What follows belongs to an exercise in optimizing a design on an open flow for small area and a short achievable clock period; a production flow would make more cautious choices.
RTL that was checked went through simulation tests only; none was proved equivalent to the original.
No activity file was given, so power comes from the tool's default toggle rates.

==> 05-04 <==
==> flow/design.v <==
`default_nettype none
package motorCtrlPkg;
    localparam int motorCount  = 4;
    localparam int wordWidth   = 32;
    localparam int addrWidth   = 5;
    localparam int sensorWidth = 34;
    localparam int sampleWidth = 16;
    localparam int adcWidth    = 12;
    localparam int fifoDepth   = 8;
    localparam int addrPwmDuty    = 0;
    localparam int addrDriverDir  = 1;
    localparam int addrFbDir      = 2;
    localparam int addrControl    = 3;
    localparam int addrFifoStatus = 4;
    localparam int addrMotorBase  = 7;
    localparam int motorStride    = 5;
    localparam int offEncoder = 0;
    localparam int offSpeed   = 1;
    localparam int offVolt    = 2;
    localparam int offAmp     = 3;
    localparam int clearAllBit = 31;
    localparam logic [wordWidth-1:0] reservedPattern = 32'hDEADBEEF;
    typedef union packed {
        logic [sampleWidth-1:0] raw;
        struct packed {
            logic                zero;
            logic [2:0]          channel;
            logic [adcWidth-1:0] adc;
        } field;
    } adcSample_u;
endpackage
`default_nettype wire
`timescale 1ns/1ps
`default_nettype none
module sensorFifo #(
    parameter int dataWidth = motorCtrlPkg::wordWidth,
    parameter int depth     = motorCtrlPkg::fifoDepth
) (
    input  wire                  clk,
    input  wire                  reset_n,
    input  wire                  clear,
    input  wire                  push,
    input  wire  [dataWidth-1:0] pushData,
    input  wire                  pop,
    output logic [dataWidth-1:0] head,
    output logic                 notEmpty
);
    logic [dataWidth-1:0] mem [depth];
    logic [depth-1:0]     occ;
    logic [depth-1:0]     headSel;
    logic                 full;
    logic                 doPush;
    logic                 doPop;
    logic                 grow;
    logic                 shrink;
    assign full     = occ[depth-1];
    assign notEmpty = occ[0];
    assign doPop    = pop && occ[0];
    assign doPush   = push && (!full || pop);
    assign grow     = doPush && !doPop;
    assign shrink   = doPop && !doPush;
    always_ff @(posedge clk or negedge reset_n) begin
        if (!reset_n) begin
            occ <= '0;
        end else if (clear) begin
            occ <= '0;
        end else if (grow) begin
            occ <= {occ[depth-2:0], 1'b1};
        end else if (shrink) begin
            occ <= {1'b0, occ[depth-1:1]};
        end
    end
    always_ff @(posedge clk) begin
        if (doPush) begin
            mem[0] <= pushData;
            for (int i = 1; i < depth; i++) mem[i] <= mem[i-1];
        end
    end
    assign headSel = occ & ~{1'b0, occ[depth-1:1]};
    always_comb begin
        head = '0;
        for (int i = 0; i < depth; i++)
            head = head | ({dataWidth{headSel[i]}} & mem[i]);
    end
endmodule
`default_nettype wire
`timescale 1ns/1ps
`default_nettype none
module feedbackBank (
    input  wire                                   clk,
    input  wire                                   reset_n,
    input  wire                                   clearAll,
    input  wire  [motorCtrlPkg::motorCount*motorCtrlPkg::wordWidth-1:0]    speedIn,
    input  wire  [motorCtrlPkg::motorCount*motorCtrlPkg::sensorWidth-1:0]  sensorIn,
    input  wire  [motorCtrlPkg::motorCount-1:0]   popSpeed,
    input  wire  [motorCtrlPkg::motorCount-1:0]   popVolt,
    input  wire  [motorCtrlPkg::motorCount-1:0]   popAmp,
    output logic [motorCtrlPkg::motorCount*(motorCtrlPkg::wordWidth-1)-1:0] speedHead,
    output logic [motorCtrlPkg::motorCount*motorCtrlPkg::adcWidth-1:0]     voltHead,
    output logic [motorCtrlPkg::motorCount*motorCtrlPkg::adcWidth-1:0]     ampHead,
    output logic [motorCtrlPkg::wordWidth-1:0]    fifoStatus
);
    localparam int sw = motorCtrlPkg::wordWidth - 1;
    localparam int aw = motorCtrlPkg::adcWidth;
    localparam int ss = motorCtrlPkg::sensorWidth;
    localparam int sp = motorCtrlPkg::sampleWidth;
    logic [motorCtrlPkg::motorCount-1:0] speedNotEmpty;
    logic [motorCtrlPkg::motorCount-1:0] voltNotEmpty;
    logic [motorCtrlPkg::motorCount-1:0] ampNotEmpty;
    for (genvar m = 0; m < motorCtrlPkg::motorCount; m = m + 1) begin : gMotor
        sensorFifo #(.dataWidth(sw), .depth(motorCtrlPkg::fifoDepth)) speedFifo (
            .clk      (clk),
            .reset_n  (reset_n),
            .clear    (clearAll),
            .push     (speedIn[m*32 + 31]),
            .pushData (speedIn[m*32 +: sw]),
            .pop      (popSpeed[m]),
            .head     (speedHead[m*sw +: sw]),
            .notEmpty (speedNotEmpty[m])
        );
        sensorFifo #(.dataWidth(aw), .depth(motorCtrlPkg::fifoDepth)) voltFifo (
            .clk      (clk),
            .reset_n  (reset_n),
            .clear    (clearAll),
            .push     (sensorIn[m*ss + ss - 1]),
            .pushData (sensorIn[m*ss + sp +: aw]),
            .pop      (popVolt[m]),
            .head     (voltHead[m*aw +: aw]),
            .notEmpty (voltNotEmpty[m])
        );
        sensorFifo #(.dataWidth(aw), .depth(motorCtrlPkg::fifoDepth)) ampFifo (
            .clk      (clk),
            .reset_n  (reset_n),
            .clear    (clearAll),
            .push     (sensorIn[m*ss + ss - 2]),
            .pushData (sensorIn[m*ss +: aw]),
            .pop      (popAmp[m]),
            .head     (ampHead[m*aw +: aw]),
            .notEmpty (ampNotEmpty[m])
        );
    end
    always_comb begin
        fifoStatus = '0;
        for (int i = 0; i < motorCtrlPkg::motorCount; i++) begin
            fifoStatus[i]       = speedNotEmpty[i];
            fifoStatus[8 + 2*i] = voltNotEmpty[i];
            fifoStatus[9 + 2*i] = ampNotEmpty[i];
        end
    end
endmodule
`default_nettype wire
`timescale 1ns/1ps
`default_nettype none
module motorRegFile (
    input  wire                                   clk,
    input  wire                                   reset_n,
    input  wire  [motorCtrlPkg::addrWidth-1:0]    address,
    input  wire                                   read,
    input  wire                                   write,
    input  wire  [motorCtrlPkg::wordWidth-1:0]    writedata,
    input  wire  [motorCtrlPkg::wordWidth-1:0]    fbDirection,
    input  wire  [motorCtrlPkg::motorCount*motorCtrlPkg::wordWidth-1:0]    encoder,
    input  wire  [motorCtrlPkg::wordWidth-1:0]    fifoStatus,
    input  wire  [motorCtrlPkg::motorCount*(motorCtrlPkg::wordWidth-1)-1:0] speedHead,
    input  wire  [motorCtrlPkg::motorCount*motorCtrlPkg::adcWidth-1:0]     voltHead,
    input  wire  [motorCtrlPkg::motorCount*motorCtrlPkg::adcWidth-1:0]     ampHead,
    output logic [motorCtrlPkg::wordWidth-1:0]    readdata,
    output logic                                  waitrequest,
    output logic [motorCtrlPkg::wordWidth-1:0]    pwmDuty,
    output logic [motorCtrlPkg::wordWidth-1:0]    driverDir,
    output logic [motorCtrlPkg::wordWidth-1:0]    motorCtrl,
    output logic                                  clearAll,
    output logic [motorCtrlPkg::motorCount-1:0]   popSpeed,
    output logic [motorCtrlPkg::motorCount-1:0]   popVolt,
    output logic [motorCtrlPkg::motorCount-1:0]   popAmp
);
    localparam int ww = motorCtrlPkg::wordWidth;
    localparam int sw = motorCtrlPkg::wordWidth - 1;
    localparam int aw = motorCtrlPkg::adcWidth;
    logic [31:0]   hit;
    logic [ww-1:0] readNext;
    assign waitrequest = 1'b0;
    always_comb begin
        for (int a = 0; a < 32; a++) hit[a] = (address == 5'(a));
    end
    always_comb begin
        for (int m = 0; m < motorCtrlPkg::motorCount; m++) begin
            popSpeed[m] = read && hit[motorCtrlPkg::addrMotorBase + m*motorCtrlPkg::motorStride + motorCtrlPkg::offSpeed];
            popVolt[m]  = read && hit[motorCtrlPkg::addrMotorBase + m*motorCtrlPkg::motorStride + motorCtrlPkg::offVolt];
            popAmp[m]   = read && hit[motorCtrlPkg::addrMotorBase + m*motorCtrlPkg::motorStride + motorCtrlPkg::offAmp];
        end
    end
    always_comb begin
        logic reserved;
        reserved = hit[5] | hit[6];
        for (int a = 27; a < 32; a++) reserved = reserved | hit[a];
        readNext = ({ww{hit[motorCtrlPkg::addrPwmDuty]}}    & pwmDuty)
                 | ({ww{hit[motorCtrlPkg::addrDriverDir]}}  & driverDir)
                 | ({ww{hit[motorCtrlPkg::addrFbDir]}}      & fbDirection)
                 | ({ww{hit[motorCtrlPkg::addrControl]}}    & motorCtrl)
                 | ({ww{hit[motorCtrlPkg::addrFifoStatus]}} & fifoStatus);
        for (int m = 0; m < motorCtrlPkg::motorCount; m++) begin
            reserved = reserved | hit[motorCtrlPkg::addrMotorBase + m*motorCtrlPkg::motorStride + 4];
            readNext = readNext
                | ({ww{hit[motorCtrlPkg::addrMotorBase + m*motorCtrlPkg::motorStride + motorCtrlPkg::offEncoder]}}
                   & encoder[m*ww +: ww])
                | ({ww{hit[motorCtrlPkg::addrMotorBase + m*motorCtrlPkg::motorStride + motorCtrlPkg::offSpeed]}}
                   & {1'b0, speedHead[m*sw +: sw]})
                | ({ww{hit[motorCtrlPkg::addrMotorBase + m*motorCtrlPkg::motorStride + motorCtrlPkg::offVolt]}}
                   & {{(ww-aw){1'b0}}, voltHead[m*aw +: aw]})
                | ({ww{hit[motorCtrlPkg::addrMotorBase + m*motorCtrlPkg::motorStride + motorCtrlPkg::offAmp]}}
                   & {{(ww-aw){1'b0}}, ampHead[m*aw +: aw]});
        end
        readNext = readNext | ({ww{reserved}} & motorCtrlPkg::reservedPattern);
    end
    logic clearN;
    assign clearAll = !clearN;
    always_ff @(posedge clk or negedge reset_n) begin
        if (!reset_n) begin
            clearN <= 1'b1;
        end else if (write && hit[motorCtrlPkg::addrControl]) begin
            clearN <= !writedata[motorCtrlPkg::clearAllBit];
        end
    end
    always_ff @(posedge clk or negedge reset_n) begin
        if (!reset_n) begin
            readdata  <= '0;
            pwmDuty   <= '0;
            driverDir <= '0;
            motorCtrl <= '0;
        end else begin
            if (read) readdata <= readNext;
            if (write && hit[motorCtrlPkg::addrPwmDuty])   pwmDuty   <= writedata;
            if (write && hit[motorCtrlPkg::addrDriverDir]) driverDir <= writedata;
            if (write && hit[motorCtrlPkg::addrControl])   motorCtrl <= writedata;
        end
    end
endmodule
`default_nettype wire
`timescale 1ns/1ps
`default_nettype none
module motorCtrlAvs (
    input  wire                                   clk,
    input  wire                                   reset_n,
    input  wire  [motorCtrlPkg::addrWidth-1:0]    address,
    input  wire                                   read,
    input  wire                                   write,
    input  wire  [motorCtrlPkg::wordWidth-1:0]    writedata,
    output logic [motorCtrlPkg::wordWidth-1:0]    readdata,
    output logic                                  waitrequest,
    input  wire  [motorCtrlPkg::wordWidth-1:0]    fbDirection,
    input  wire  [motorCtrlPkg::motorCount*motorCtrlPkg::wordWidth-1:0]    encoder,
    input  wire  [motorCtrlPkg::motorCount*motorCtrlPkg::wordWidth-1:0]    speedIn,
    input  wire  [motorCtrlPkg::motorCount*motorCtrlPkg::sensorWidth-1:0]  sensorIn,
    output logic [motorCtrlPkg::wordWidth-1:0]    pwmDuty,
    output logic [motorCtrlPkg::wordWidth-1:0]    driverDir,
    output logic [motorCtrlPkg::wordWidth-1:0]    motorCtrl
);
    logic [motorCtrlPkg::wordWidth-1:0]   fifoStatus;
    logic [motorCtrlPkg::motorCount*(motorCtrlPkg::wordWidth-1)-1:0] speedHead;
    logic [motorCtrlPkg::motorCount*motorCtrlPkg::adcWidth-1:0]     voltHead;
    logic [motorCtrlPkg::motorCount*motorCtrlPkg::adcWidth-1:0]     ampHead;
    logic [motorCtrlPkg::motorCount-1:0]  popSpeed;
    logic [motorCtrlPkg::motorCount-1:0]  popVolt;
    logic [motorCtrlPkg::motorCount-1:0]  popAmp;
    logic                                 clearAll;
    motorRegFile regFile (
        .clk         (clk),
        .reset_n     (reset_n),
        .address     (address),
        .read        (read),
        .write       (write),
        .writedata   (writedata),
        .fbDirection (fbDirection),
        .encoder     (encoder),
        .fifoStatus  (fifoStatus),
        .speedHead   (speedHead),
        .voltHead    (voltHead),
        .ampHead     (ampHead),
        .readdata    (readdata),
        .waitrequest (waitrequest),
        .pwmDuty     (pwmDuty),
        .driverDir   (driverDir),
        .motorCtrl   (motorCtrl),
        .clearAll    (clearAll),
        .popSpeed    (popSpeed),
        .popVolt     (popVolt),
        .popAmp      (popAmp)
    );
    feedbackBank fbBank (
        .clk        (clk),
        .reset_n    (reset_n),
        .clearAll   (clearAll),
        .speedIn    (speedIn),
        .sensorIn   (sensorIn),
        .popSpeed   (popSpeed),
        .popVolt    (popVolt),
        .popAmp     (popAmp),
        .speedHead  (speedHead),
        .voltHead   (voltHead),
        .ampHead    (ampHead),
        .fifoStatus (fifoStatus)
    );
endmodule
`default_nettype wire
==> flow/run.sh <==
#!/bin/bash
# synth_recipe.tcl (not shown) runs the flow's synth.tcl, then flattens the netlist and writes it again
# the make line also repeats each setting of config.mk as NAME=value (left out here)
make -C /OpenROAD-flow-scripts/flow DESIGN_CONFIG=/design/flow/config.mk WORK_HOME=/design/flow/orfs CLKGATE_MAP_FILE= SYNTH_SCRIPT=/design/flow/synth_recipe.tcl finish
==> flow/config.mk <==
export PLATFORM = sky130hd
export DESIGN_NAME = motorCtrlAvs
export DESIGN_NICKNAME = motorCtrlAvs
export VERILOG_FILES = /design/flow/design.v
export SDC_FILE = /design/flow/constraint.sdc
export NUM_CORES = 4
export LEC_CHECK = 0
export CAP_MARGIN = 10
export CORE_MARGIN = 2
export CORE_UTILIZATION = 50
export CTS_CLUSTER_DIAMETER = 80
export CTS_CLUSTER_SIZE = 30
export SETUP_SLACK_MARGIN = 2.8
export SLEW_MARGIN = 10
export TNS_END_PERCENT = 10
==> flow/constraint.sdc <==
create_clock -name core_clock -period 5.0 [get_ports {clk}]
set_input_delay 1.0000 -clock core_clock [delete_from_list [all_inputs] [get_ports {clk}]]
set_output_delay 1.0000 -clock core_clock [all_outputs]
set_load 0.01 [all_outputs]
==> 08-22 (differences from 05-04) <==
--- a/flow/design.v
+++ b/flow/design.v
@@ -47,5 +47,7 @@
 );
+    localparam int idxWidth = 3;   
+    localparam logic [idxWidth-1:0] lastIdx = idxWidth'(depth - 1);
     logic [dataWidth-1:0] mem [depth];
-    logic [depth-1:0]     occ;
-    logic [depth-1:0]     headSel;
+    logic [idxWidth-1:0]  idx;
+    logic                 empty;
     logic                 full;
@@ -53,19 +55,26 @@
     logic                 doPop;
-    logic                 grow;
-    logic                 shrink;
-    assign full     = occ[depth-1];
-    assign notEmpty = occ[0];
-    assign doPop    = pop && occ[0];
+    assign full     = !empty && (idx == lastIdx);
+    assign notEmpty = !empty;
+    assign doPop    = pop && !empty;
     assign doPush   = push && (!full || pop);
-    assign grow     = doPush && !doPop;
-    assign shrink   = doPop && !doPush;
+    logic [2:0] idxInc;
+    logic [2:0] idxDec;
+    logic       grow;
+    logic       shrink;
+    assign idxInc = {idx[2] ^ (idx[1] & idx[0]), idx[1] ^ idx[0], !idx[0]};
+    assign idxDec = {idx[2] ^ !(idx[1] | idx[0]), !(idx[1] ^ idx[0]), !idx[0]};
+    assign grow   = doPush && !doPop;
+    assign shrink = doPop && !doPush;
     always_ff @(posedge clk or negedge reset_n) begin
         if (!reset_n) begin
-            occ <= '0;
+            idx   <= '0;
+            empty <= 1'b1;
         end else if (clear) begin
-            occ <= '0;
-        end else if (grow) begin
-            occ <= {occ[depth-2:0], 1'b1};
-        end else if (shrink) begin
-            occ <= {1'b0, occ[depth-1:1]};
+            idx   <= '0;
+            empty <= 1'b1;
+        end else begin
+            if (grow && !empty)              idx <= idxInc;
+            if (shrink && (idx != '0))       idx <= idxDec;
+            if (grow)                        empty <= 1'b0;
+            if (shrink && (idx == '0))       empty <= 1'b1;
         end
@@ -73,3 +82,3 @@
     always_ff @(posedge clk) begin
-        if (doPush) begin
+        if (push && (!full || pop)) begin
             mem[0] <= pushData;
@@ -78,3 +87,2 @@
     end
-    assign headSel = occ & ~{1'b0, occ[depth-1:1]};
     always_comb begin
@@ -82,3 +90,3 @@
         for (int i = 0; i < depth; i++)
-            head = head | ({dataWidth{headSel[i]}} & mem[i]);
+            head = head | ({dataWidth{idx == idxWidth'(i)}} & mem[i]);
     end
@@ -171,3 +179,2 @@
     output logic [motorCtrlPkg::wordWidth-1:0]    motorCtrl,
-    output logic                                  clearAll,
     output logic [motorCtrlPkg::motorCount-1:0]   popSpeed,
@@ -215,11 +222,2 @@
     end
-    logic clearN;
-    assign clearAll = !clearN;
-    always_ff @(posedge clk or negedge reset_n) begin
-        if (!reset_n) begin
-            clearN <= 1'b1;
-        end else if (write && hit[motorCtrlPkg::addrControl]) begin
-            clearN <= !writedata[motorCtrlPkg::clearAllBit];
-        end
-    end
     always_ff @(posedge clk or negedge reset_n) begin
@@ -266,2 +264,3 @@
     logic                                 clearAll;
+    assign clearAll = motorCtrl[motorCtrlPkg::clearAllBit];
     motorRegFile regFile (
@@ -284,3 +283,2 @@
         .motorCtrl   (motorCtrl),
-        .clearAll    (clearAll),
         .popSpeed    (popSpeed),
==> flow/config.mk (replaced) <==
export PLATFORM = sky130hd
export DESIGN_NAME = motorCtrlAvs
export DESIGN_NICKNAME = motorCtrlAvs
export VERILOG_FILES = /design/flow/design.v
export SDC_FILE = /design/flow/constraint.sdc
export NUM_CORES = 4
export LEC_CHECK = 0
export ABC_CLOCK_PERIOD_IN_PS = 2500
export CAP_MARGIN = 20
export CORE_MARGIN = 2
export CORE_UTILIZATION = 40
export SETUP_SLACK_MARGIN = 2.5
export SLEW_MARGIN = 20
==> 06-11 (differences from 05-04) <==
==> flow/flow/run.sh (new file) <==
#!/bin/bash
# Standard ORFS layout through the standard.sh (synthesis unchanged), with
# one change: buffer_ports gives every port a plain buf_1 buffer instead of
# the default delay-buffer cell. Each step's full output goes to its own log
# in the work folder; ORFS's per-stage logs stay under orfs/logs.
set -euo pipefail
export BUFFER_PORTS_ARGS="-buffer_cell sky130_fd_sc_hd__buf_1"
bash standard.sh synth > synth.log 2>&1
bash standard.sh finish > layout.log 2>&1
==> flow/standard.sh (new file) <==
#!/bin/bash
# synth_recipe.tcl (not shown) runs the flow's synth.tcl, then flattens the netlist and writes it again
# the make line also repeats each setting of config.mk as NAME=value (left out here)
make -C /OpenROAD-flow-scripts/flow DESIGN_CONFIG=/design/flow/config.mk WORK_HOME=/design/flow/orfs CLKGATE_MAP_FILE= SYNTH_SCRIPT=/design/flow/synth_recipe.tcl "${@:-finish}"
--- a/flow/config.mk
+++ b/flow/config.mk
@@ -10,4 +10,4 @@
 export CORE_UTILIZATION = 50
-export CTS_CLUSTER_DIAMETER = 80
-export CTS_CLUSTER_SIZE = 30
+export CTS_CLUSTER_DIAMETER = 70
+export CTS_CLUSTER_SIZE = 24
 export SETUP_SLACK_MARGIN = 2.8
removed: flow/run.sh
==> 04-28 (differences from 05-04) <==
==> flow/flow/run.sh (new file) <==
#!/bin/bash
# Standard ORFS layout through the standard.sh (synthesis unchanged), with
# one change: buffer_ports gives every port a plain buf_1 buffer instead of
# the default delay-buffer cell. Each step's full output goes to its own log
# in the work folder; ORFS's per-stage logs stay under orfs/logs.
set -euo pipefail
export BUFFER_PORTS_ARGS="-buffer_cell sky130_fd_sc_hd__buf_1"
bash standard.sh synth > synth.log 2>&1
bash standard.sh finish > layout.log 2>&1
==> flow/standard.sh (new file) <==
#!/bin/bash
# synth_recipe.tcl (not shown) runs the flow's synth.tcl, then flattens the netlist and writes it again
# the make line also repeats each setting of config.mk as NAME=value (left out here)
make -C /OpenROAD-flow-scripts/flow DESIGN_CONFIG=/design/flow/config.mk WORK_HOME=/design/flow/orfs CLKGATE_MAP_FILE= SYNTH_SCRIPT=/design/flow/synth_recipe.tcl "${@:-finish}"
--- a/flow/config.mk
+++ b/flow/config.mk
@@ -9,5 +9,5 @@
 export CORE_MARGIN = 2
-export CORE_UTILIZATION = 50
-export CTS_CLUSTER_DIAMETER = 80
-export CTS_CLUSTER_SIZE = 30
+export CORE_UTILIZATION = 60
+export CTS_CLUSTER_DIAMETER = 70
+export CTS_CLUSTER_SIZE = 24
 export SETUP_SLACK_MARGIN = 2.8
removed: flow/run.sh
==> qor summary <==
| quantity | 06-11 | 04-28 | 08-22 | 05-04 |
|---|---|---|---|---|
| Cell area after synthesis | 0.0745 mm2 | 0.0745 mm2 | 0.0754 mm2 | 0.0745 mm2 |
| Fill cell total of the finished layout | 11.1k | 7849 | 15.5k | 10.8k |
| Site Rows | 141 | 129 | 159 | 141 |
| Fraction of area in registers | 65.6% | 65.4% | 59.5% | 63.0% |
| R2R Path Start | fbBank.gMotor[1].voltFifo.occ[1]$_DFFE_PN0P_ | fbBank.gMotor[2].speedFifo.occ[3]$_DFFE_PN0P_ | fbBank.gMotor[2].voltFifo.idx[1]$_DFFE_PN0P_ | fbBank.gMotor[2].speedFifo.occ[1]$_DFFE_PN0P_ |
| Total power density per cell area | 378 mW/mm2 | 377 mW/mm2 | 547 mW/mm2 | 352 mW/mm2 |
| Placed Instance Area | 0.0802 mm2 | 0.0799 mm2 | 0.0848 mm2 | 0.0839 mm2 |
| Part of the total power dissipated in sequential elements | 59.2% | 59.2% | 40.7% | 60.8% |
| Critical path startpoint category | input port | input port | flop | flop |
| DR WL met3 | 21800 um | 24400 um | 16900 um | 22000 um |
| Met1 Resource Use GR | 42.7% | 49.8% | 32.6% | 43.4% |
| Number of buffers added by the clock tree synthesis step | 118 | 113 | 199 | 90 |
| GRT Util Overall | 29.9% | 35.5% | 24.4% | 30.3% |
| Routed length on met2 | 108000 um | 105000 um | 116000 um | 109000 um |
| Final core area utilization | 60.4% | 72.5% | 51.4% | 62.9% |
| Sum of buffers and inverters on the critical path | 5 | 3 | 2 | 0 |
| Final Cell Area | 0.0893 mm2 | 0.0895 mm2 | 0.0963 mm2 | 0.0930 mm2 |
| Worst Path Required | 5.64 ns | 5.63 ns | 5.72 ns | 5.60 ns |
| Outcome | no timing/DRC/antenna violations | no timing/DRC/antenna violations | no timing/DRC/antenna violations | no timing/DRC/antenna violations |
| Xor and xnor area share after synthesis | 0.141% | 0.141% | 0.0929% | 0.141% |
| Buffer count excluding the clock tree in the final layout | 1007 | 1046 | 1048 | 1204 |
| Non-clk invs | 17 | 17 | 42 | 17 |
No functional check of the RTL was part of 08-22.

## static timing again, ports no longer ideal
No port has a modelled driver above. Below, the same layouts with a new extraction and two added sets of constraints.
Step 1: set_driving_cell puts a clkbuf_16 on clk and a buf_2 on each other input, an assumption about the parent block.
Step 2 adds t to the input delays and takes it off the output delays; t is the mean of the earliest and latest rising clock arrival at the registers after step 1. Input paths then give back, and output paths get back, about the clock's delay inside the block.
Three values: ideal, step 1, step 2; two values: the first two.
| run | t (ns) | slack for setup (ns) | worst setup path at the end | worst data-port slew with drivers (ns) | pins driven straight from the clock port |
|---|---|---|---|---|---|
| 05-04 | 0.818 | 2.554 / 2.479 / 1.705 | input to register | 0.25 | 1 |
| 08-22 | 0.909 | 2.142 / 2.142 / 1.398 | input to register | 0.18 | 1 |
| 06-11 | 0.851 | 2.507 / 2.440 / 1.648 | input to register | 0.25 | 1 |
| 04-28 | 0.841 | 2.543 / 2.472 / 1.631 | input to register | 0.21 | 1 |
After both steps every run listed still meets setup and hold. The setup slack of 04-28, which loses most, moves by -0.071 ns with the drivers and by -0.912 ns with both steps.
